This is an optimization exercise on Yosys and OpenROAD, whose aim is small area, a short achievable clock period and few clock cycles per item, not a production implementation. RTL that was checked went through simulation tests only; none was proved equivalent to the original.

==> flow/design.v (excerpt) <==
module euclidean_integer_divider_top #(
   parameter int KS = 3       
) (
   input  wire logic              clock,
   input  wire logic              reset,
   input  wire logic              req_valid,
   output logic                   req_ready,
   input  edv_pkg::req_type       req_data,
   output logic                   rsp_valid,
   input  wire logic              rsp_ready,
   output edv_pkg::rsp_type       rsp_data
);
For scale: ~200 flip-flops.
clock: 5.0 ns
lec_check: 0
cap_margin: 20
core_margin: 2
core_utilization: 40
place_density: 0.6
setup_slack_margin: 1.8
slew_margin: 20
standard.sh (not shown) runs the stock make flow with config.mk's settings and CLKGATE_MAP_FILE= SYNTH_SCRIPT=/design/flow/synth_recipe.tcl, a recipe that flattens the netlist after the stock synthesis.
==> flow/flow/run.sh <==
#!/bin/bash
# The standard layout (standard.sh), run in three parts, with these
# changes to how the layout is made:
# - synthesis does not extract full/half adders into sky130 fa/ha cells
#   before ABC (ADDER_MAP_FILE empty), so the carry-save and prefix logic
#   maps as gates;
# - ABC maps with flow/abc_speed.script (structural choices, then delay-
#   oriented mapping) instead of ORFS's, from a copy of ORFS's scripts folder
#   that differs only in that file;
# - during placement only, the delay cells (clkdlybuf4s*, dlygate*, dlymetal*)
#   are also don't-use, so the port buffers that placement inserts on every
#   input and output are plain buffers rather than delay cells.
# Registers, names and all other steps are the standard flow's. Each part's
# make output goes to its own log here; ORFS's per-step logs stay under
# orfs/logs.
set -euo pipefail
rm -rf scripts
cp -r "$FLOW_HOME/scripts" scripts
cp flow/abc_speed.script scripts/abc_speed.script
common=(SCRIPTS_DIR="$PWD/scripts" ADDER_MAP_FILE=)
bash standard.sh "${common[@]}" synth floorplan > flow_synth_floorplan.log 2>&1
du=$(make -s -C "$FLOW_HOME" DESIGN_CONFIG="$PWD/config.mk" WORK_HOME="$PWD/orfs" print-DONT_USE_CELLS | sed -n 's/^DONT_USE_CELLS: //p')
dly="sky130_fd_sc_hd__clkdlybuf4s15_1 sky130_fd_sc_hd__clkdlybuf4s15_2 sky130_fd_sc_hd__clkdlybuf4s18_1 sky130_fd_sc_hd__clkdlybuf4s18_2 sky130_fd_sc_hd__clkdlybuf4s25_1 sky130_fd_sc_hd__clkdlybuf4s25_2 sky130_fd_sc_hd__clkdlybuf4s50_1 sky130_fd_sc_hd__clkdlybuf4s50_2 sky130_fd_sc_hd__dlygate4sd1_1 sky130_fd_sc_hd__dlygate4sd2_1 sky130_fd_sc_hd__dlygate4sd3_1 sky130_fd_sc_hd__dlymetal6s2s_1 sky130_fd_sc_hd__dlymetal6s4s_1 sky130_fd_sc_hd__dlymetal6s6s_1"
bash standard.sh "${common[@]}" DONT_USE_CELLS="$du $dly" place > flow_place.log 2>&1
bash standard.sh "${common[@]}" finish > flow_finish.log 2>&1
==> flow/flow/abc_speed.script <==
strash
dch -f
map
topo
buffer -c
upsize -c
dnsize -c
The first run completed without violations.
Rerun with:
--- a/flow/config.mk
+++ b/flow/config.mk
@@ -10,4 +10,4 @@
 export CORE_UTILIZATION = 40
 export PLACE_DENSITY = 0.6
-export SETUP_SLACK_MARGIN = 1.8
+export SETUP_SLACK_MARGIN = 1.5
 export SLEW_MARGIN = 20
Effect:
- wire length came out higher by 2.9%
- design area goes up by 3.8%
- clock-buffer cell count increases by 1
- worst hold slack loses 0.014 ns
- cell count is about the same
- via count hardly moves
- area after synthesis is unchanged
No run of this note included a check of the RTL's function; only the layout flow was run.

Another version of the RTL of euclidean_integer_divider_top (not shown whole).
Size in the first run: ~200 flip-flops, roughly 100 I/O pins, ~18000 µm² of cells after synthesis.
Settings: LEC_CHECK=0, CAP_MARGIN=20, CORE_MARGIN=2, CORE_UTILIZATION=40, PLACE_DENSITY=0.6, SETUP_SLACK_MARGIN=1.5, SLEW_MARGIN=20; clock period 5.0 ns.
==> flow/flow/run.sh <==
#!/bin/bash
# The standard layout (standard.sh) with two synthesis changes:
# - no extraction of full/half adders into sky130 fa/ha cells before ABC
#   (ADDER_MAP_FILE empty), so the carry-save and prefix logic maps as gates;
# - ABC maps with flow/abc_speed.script (structural choices, then delay-
#   oriented mapping) instead of ORFS's. It runs from a copy of ORFS's scripts
#   folder that differs only in that file.
# Registers, names and all later steps are the standard flow's. The whole make
# output goes to flow.log here; ORFS's per-step logs stay under orfs/logs.
set -euo pipefail
rm -rf scripts
cp -r "$FLOW_HOME/scripts" scripts
cp flow/abc_speed.script scripts/abc_speed.script
bash standard.sh SCRIPTS_DIR="$PWD/scripts" ADDER_MAP_FILE= finish > flow.log 2>&1
==> flow/flow/abc_speed.script <==
strash
dch -f
map {D}
topo
buffer -c
upsize -c {D}
dnsize -c {D}
==> next run, changes <==
Settings changed: SETUP_SLACK_MARGIN 1.5 to 1.0.
After rerunning: The new run finished clean; final area decreases by 9.1%; setup slack gets worse by 140 ps; critical path depth increases by 1; area after synthesis stays the same.
No functional check of the RTL was part of any run of this note.

== indigo ==
euclidean_integer_divider_top, a different RTL version from the one above (not shown whole).
Size in the first run: roughly 1100 cells after synthesis, ~110 flip-flops, ~100 I/O pins, roughly 9500 um2 of cells after synthesis.
Settings: LEC_CHECK=0, CAP_MARGIN=20, CORE_MARGIN=2, CORE_UTILIZATION=40, PLACE_DENSITY=0.6, SLEW_MARGIN=20; clock period 5.0 ns.
run.sh (not shown) runs the stock make flow with config.mk's settings and CLKGATE_MAP_FILE= SYNTH_SCRIPT=/design/flow/synth_recipe.tcl, a recipe that flattens the netlist after the stock synthesis.
Stock flow here: none of the scripts above is used.
Input-level comparison between violet and indigo:
# indigo
export LEC_CHECK = 0
export CAP_MARGIN = 20
export CORE_MARGIN = 2
export CORE_UTILIZATION = 40
export PLACE_DENSITY = 0.6
export SLEW_MARGIN = 20
create_clock -name core_clock -period 5.0 [get_ports {clock}]
# violet
export LEC_CHECK = 0
export CAP_MARGIN = 20
export CORE_MARGIN = 2
export CORE_UTILIZATION = 40
export PLACE_DENSITY = 0.6
export SETUP_SLACK_MARGIN = 1.6
export SLEW_MARGIN = 20
create_clock -name core_clock -period 5.0 [get_ports {clock}]
Results
Compared to indigo, violet has layout-stage area growth over the synthesis result 11 points higher.
When the final numbers for indigo and violet were put side by side, the worst setup slack after placement turned out to be greater in violet.
Clock-pin slew reported for the worst setup and hold paths after clock tree synthesis delta (indigo -> violet): insignificant
The lower setup slack came out of indigo.
| first-pass GRT wire length | violet vs indigo | worse |
Final core utilization: violet > indigo
### violet -> raven
# violet
export LEC_CHECK = 0
export CAP_MARGIN = 20
export CORE_MARGIN = 2
export CORE_UTILIZATION = 40
export PLACE_DENSITY = 0.6
export SETUP_SLACK_MARGIN = 1.6
export SLEW_MARGIN = 20
create_clock -name core_clock -period 5.0 [get_ports {clock}]
# raven
export LEC_CHECK = 0
export CAP_MARGIN = 20
export CORE_MARGIN = 2
export CORE_UTILIZATION = 40
export PLACE_DENSITY = 0.6
export SETUP_SLACK_MARGIN = 0.8
export SLEW_MARGIN = 20
create_clock -name core_clock -period 5.0 [get_ports {clock}]
Notes after the runs:
Summary — routed via count divided by cell count, raven relative to violet: lower, by 0.56%. raven vs violet on wire length of the first global-routing pass: raven is the lower one. What raven reported for non-clock buffer count has to be multiplied by 1.2 to get the figure for violet. The capturing instance or port of the critical path comes out lim_q[4] in one run and lim_q[1] in the other, namely in violet and raven respectively. violet → raven: final-stage net count fell by 32; area of the multi-input gates lost about 3.3%; critical path depth grew by 2. Max met1 track demand over resource in global routing across raven and violet: violet. Area of the die of violet is on par with raven.
Function was not checked in any run of this note: the RTL went through the layout flow alone.

Another version of the RTL of euclidean_integer_divider_top (not shown whole).
Size: about 1100 cells after synthesis, roughly 100 I/O pins.
export LEC_CHECK = 0
export CAP_MARGIN = 20
export CORE_MARGIN = 2
export CORE_UTILIZATION = 40
export PLACE_DENSITY = 0.6
export SLEW_MARGIN = 20
create_clock -name core_clock -period 5.0 [get_ports {clock}]
Rerun with:
--- a/flow/config.mk
+++ b/flow/config.mk
@@ -11,2 +11,3 @@
 export PLACE_DENSITY = 0.6
+export SETUP_SLACK_MARGIN = 3.0
 export SLEW_MARGIN = 20
Clock-buffer cell count fell by 1.
Maximum frequency rose by 17%.
Global-route usage is higher by 6.7 points.
Sequential share of layout area goes down by 4.7 points.
Cell area goes up by 37%.
Wire length climbs by 33%.
Rerun with:
--- a/flow/config.mk
+++ b/flow/config.mk
@@ -11,3 +11,3 @@
 export PLACE_DENSITY = 0.6
-export SETUP_SLACK_MARGIN = 3.0
+export SETUP_SLACK_MARGIN = 1.5
 export SLEW_MARGIN = 20
Cell count decreases by 5.7%.
Non-clock buffer count decreases by 91.
Global-route usage decreases by 2.5 points.
Setup slack loses 0.015 ns.
Synthesized cell count is unchanged.
Via count decreases by 4.6%.
Maximum frequency decreases by 0.37%.
No functional check of the RTL was part of any run of this note.

euclidean_integer_divider_top, a different RTL version from the one above (not shown whole).
For scale: roughly 2,300 cells after synthesis, about 100 I/O pins, about 15,000 µm² of cells after synthesis.
==> flow/config.mk <==
export PLATFORM = sky130hd
export DESIGN_NAME = euclidean_integer_divider_top
export DESIGN_NICKNAME = euclidean_integer_divider_top
export VERILOG_FILES = /design/flow/design.v
export SDC_FILE = /design/flow/constraint.sdc
export NUM_CORES = 4
export LEC_CHECK = 0
export CAP_MARGIN = 20
export CORE_MARGIN = 2
export CORE_UTILIZATION = 40
export PLACE_DENSITY = 0.6
export SETUP_SLACK_MARGIN = 2.3
export SLEW_MARGIN = 20
==> flow/constraint.sdc <==
create_clock -name core_clock -period 5.0 [get_ports {clock}]
set_input_delay 1.0000 -clock core_clock [delete_from_list [all_inputs] [get_ports {clock}]]
set_output_delay 1.0000 -clock core_clock [all_outputs]
set_load 0.01 [all_outputs]
standard.sh (not shown) runs the stock make flow with config.mk's settings and CLKGATE_MAP_FILE= SYNTH_SCRIPT=/design/flow/synth_recipe.tcl, a recipe that flattens the netlist after the stock synthesis.
==> flow/flow/run.sh <==
#!/bin/bash
# The standard layout (standard.sh), run in three parts, with these
# changes to how the layout is made:
# - synthesis does not extract full/half adders into sky130 fa/ha cells
#   before ABC (ADDER_MAP_FILE empty), so the carry-save and prefix logic
#   maps as gates;
# - ABC maps with flow/abc_speed.script (structural choices, then delay-
#   oriented mapping) instead of ORFS's, from a copy of ORFS's scripts folder
#   that differs only in that file;
# - during placement only, the delay cells (clkdlybuf4s*, dlygate*, dlymetal*)
#   are also don't-use, so the port buffers that placement inserts on every
#   input and output are plain buffers rather than delay cells.
# Registers, names and all other steps are the standard flow's. Each part's
# make output goes to its own log here; ORFS's per-step logs stay under
# orfs/logs.
set -euo pipefail
rm -rf scripts
cp -r "$FLOW_HOME/scripts" scripts
cp flow/abc_speed.script scripts/abc_speed.script
common=(SCRIPTS_DIR="$PWD/scripts" ADDER_MAP_FILE=)
bash standard.sh "${common[@]}" synth floorplan > flow_synth_floorplan.log 2>&1
du=$(make -s -C "$FLOW_HOME" DESIGN_CONFIG="$PWD/config.mk" WORK_HOME="$PWD/orfs" print-DONT_USE_CELLS | sed -n 's/^DONT_USE_CELLS: //p')
dly="sky130_fd_sc_hd__clkdlybuf4s15_1 sky130_fd_sc_hd__clkdlybuf4s15_2 sky130_fd_sc_hd__clkdlybuf4s18_1 sky130_fd_sc_hd__clkdlybuf4s18_2 sky130_fd_sc_hd__clkdlybuf4s25_1 sky130_fd_sc_hd__clkdlybuf4s25_2 sky130_fd_sc_hd__clkdlybuf4s50_1 sky130_fd_sc_hd__clkdlybuf4s50_2 sky130_fd_sc_hd__dlygate4sd1_1 sky130_fd_sc_hd__dlygate4sd2_1 sky130_fd_sc_hd__dlygate4sd3_1 sky130_fd_sc_hd__dlymetal6s2s_1 sky130_fd_sc_hd__dlymetal6s4s_1 sky130_fd_sc_hd__dlymetal6s6s_1"
bash standard.sh "${common[@]}" DONT_USE_CELLS="$du $dly" place > flow_place.log 2>&1
bash standard.sh "${common[@]}" finish > flow_finish.log 2>&1
==> flow/flow/abc_speed.script <==
strash
dch -f
map
topo
buffer -c
upsize -c
dnsize -c
The starting point completed without violations.
Testbench counts at the start, summed over its fixed seeds: cycles 37,387, items 3,600.
Then changed:
Settings changed: CTS_BUF_LIST set to sky130_fd_sc_hd__clkbuf_8, CTS_CLUSTER_DIAMETER set to 30, CTS_CLUSTER_SIZE set to 6, SETUP_SLACK_MARGIN 2.3 to 2.2.
Outcome:
- The changed run finished clean
- setup slack got worse by 55 ps
- final area goes down by 5.3%
- first-iteration DRC count fell by 1.9%
Then changed:
Settings changed: CTS_BUF_LIST sky130_fd_sc_hd__clkbuf_8 to not set, CTS_CLUSTER_DIAMETER 30 to not set, CTS_CLUSTER_SIZE 6 to not set, SETUP_SLACK_MARGIN 2.2 to 2.4.
Outcome:
- first-iteration DRC count came out higher by a few percent
- die area stays the same
- global-route usage came out higher by 1.2 points
- setup slack gets better by 75 ps
- wire length came out higher by a few percent
- maximum frequency came out higher by a few percent
- synthesized cell count does not change
Then changed:
Settings changed: PLACE_DENSITY 0.6 to 0.55, SETUP_SLACK_MARGIN 2.4 to 2.2.
What happened:
- global-route usage drops by 0.24 points
- via count falls by 2.8%
- die area is unchanged
- count of clock-buffer cells in the layout does not change
- core utilization came out lower by 2.9 points
- non-clock buffer count fell by 48
Then changed:
Settings changed: CORE_UTILIZATION 40 to 50, PLACE_DENSITY 0.55 to 0.65.
=> The new run produced a clean layout. Core utilization rose by 12 points. Global-route usage rose by 5.7 points. Maximum frequency barely changes. Area after synthesis is unchanged. Sequential share of layout area is about the same. Setup slack stays flat. Non-clock buffer count rose by 12.
Then changed:
==> flow/flow/abc_speed.script (replaced) <==
strash
balance
rewrite
refactor
balance
rewrite -z
balance
dch -f
map
topo
buffer -c
upsize -c
dnsize -c
Settings changed: CORE_UTILIZATION 50 to 40, PLACE_DENSITY 0.65 to 0.6.
Result:
- The new run finished with timing, DRC and antenna clean
- non-clock buffer count increases by 5
- sequential share of layout area decreases by 1.1 points
- fmax decreases by 6.6%
- cell area increases by 3.9%

static timing again, ports no longer ideal:
Ports are ideal in the flow. The routed layouts listed here were re-timed in OpenROAD. Step 1 sets driving cells, clkbuf_16 on the clock port and buf_2 on the other inputs (assumed; they add their load-dependent delay and slew). Step 2 times the ports against the registers' clock, not the clock port: input delays grow and output delays shrink by t, the midpoint of the rising clock arrivals with the driver on. Three values: ideal ports, drivers, drivers and shift; two values: the first two.
run | t, ns | setup slack, ns | hold slack, ns | slew at the worst register clock pin (ns) | worst slew at a driven data input, ns
the first run of note 1 | 0.550 | 1.156 / 1.156 / 1.156 | 0.433 / 0.433 / 0.433 | 0.10 / 0.10 | 0.11
the second run of note 1 | 0.544 | 1.107 / 1.107 / 1.107 | 0.418 / 0.418 / 0.418 | 0.09 / 0.09 | 0.11
the first run of note 2 | 0.518 | 1.274 / 1.274 / 1.023 | 0.440 / 0.440 / 0.440 | 0.09 / 0.09 | 0.09
the second run of note 2 | 0.555 | 1.131 / 1.131 / 0.735 | 0.435 / 0.435 / 0.435 | 0.09 / 0.09 | 0.10
indigo | 0.408 | 0.281 / 0.307 / -0.101 | 0.507 / 0.507 / 0.507 | 0.08 / 0.08 | 0.04
violet | 0.413 | 0.816 / 0.833 / 0.419 | 0.553 / 0.553 / 0.553 | 0.09 / 0.09 | 0.08
raven | 0.411 | 0.780 / 0.764 / 0.353 | 0.510 / 0.510 / 0.510 | 0.09 / 0.09 | 0.08
the first run of note 4 | 0.379 | 0.440 / 0.455 / 0.076 | 0.536 / 0.536 / 0.536 | 0.06 / 0.06 | 0.04
the second run of note 4 | 0.394 | 1.109 / 0.990 / 0.596 | 0.556 / 0.556 / 0.556 | 0.06 / 0.06 | 0.23
the third run of note 4 | 0.384 | 1.095 / 1.059 / 0.676 | 0.543 / 0.543 / 0.543 | 0.07 / 0.07 | 0.11
the first run of note 5 | 0.504 | 2.292 / 2.281 / 1.999 | 0.441 / 0.441 / 0.441 | 0.08 / 0.08 | 0.04
the second run of note 5 | 0.551 | 2.237 / 2.187 / 1.901 | 0.438 / 0.438 / 0.438 | 0.12 / 0.12 | 0.09
the third run of note 5 | 0.510 | 2.312 / 2.305 / 2.024 | 0.441 / 0.441 / 0.441 | 0.08 / 0.08 | 0.04
the fourth run of note 5 | 0.503 | 2.216 / 2.200 / 1.924 | 0.411 / 0.411 / 0.411 | 0.09 / 0.09 | 0.11
the fifth run of note 5 | 0.502 | 2.213 / 2.159 / 1.867 | 0.438 / 0.438 / 0.438 | 0.09 / 0.09 | 0.04
the sixth run of note 5 | 0.498 | 2.017 / 2.017 / 1.898 | 0.447 / 0.447 / 0.447 | 0.08 / 0.08 | 0.06
Met with ideal ports but missed after step 2: setup timing in indigo. The setup slack of the second run of note 4, which loses most, moves by -0.119 ns with the drivers and by -0.513 ns with both steps.
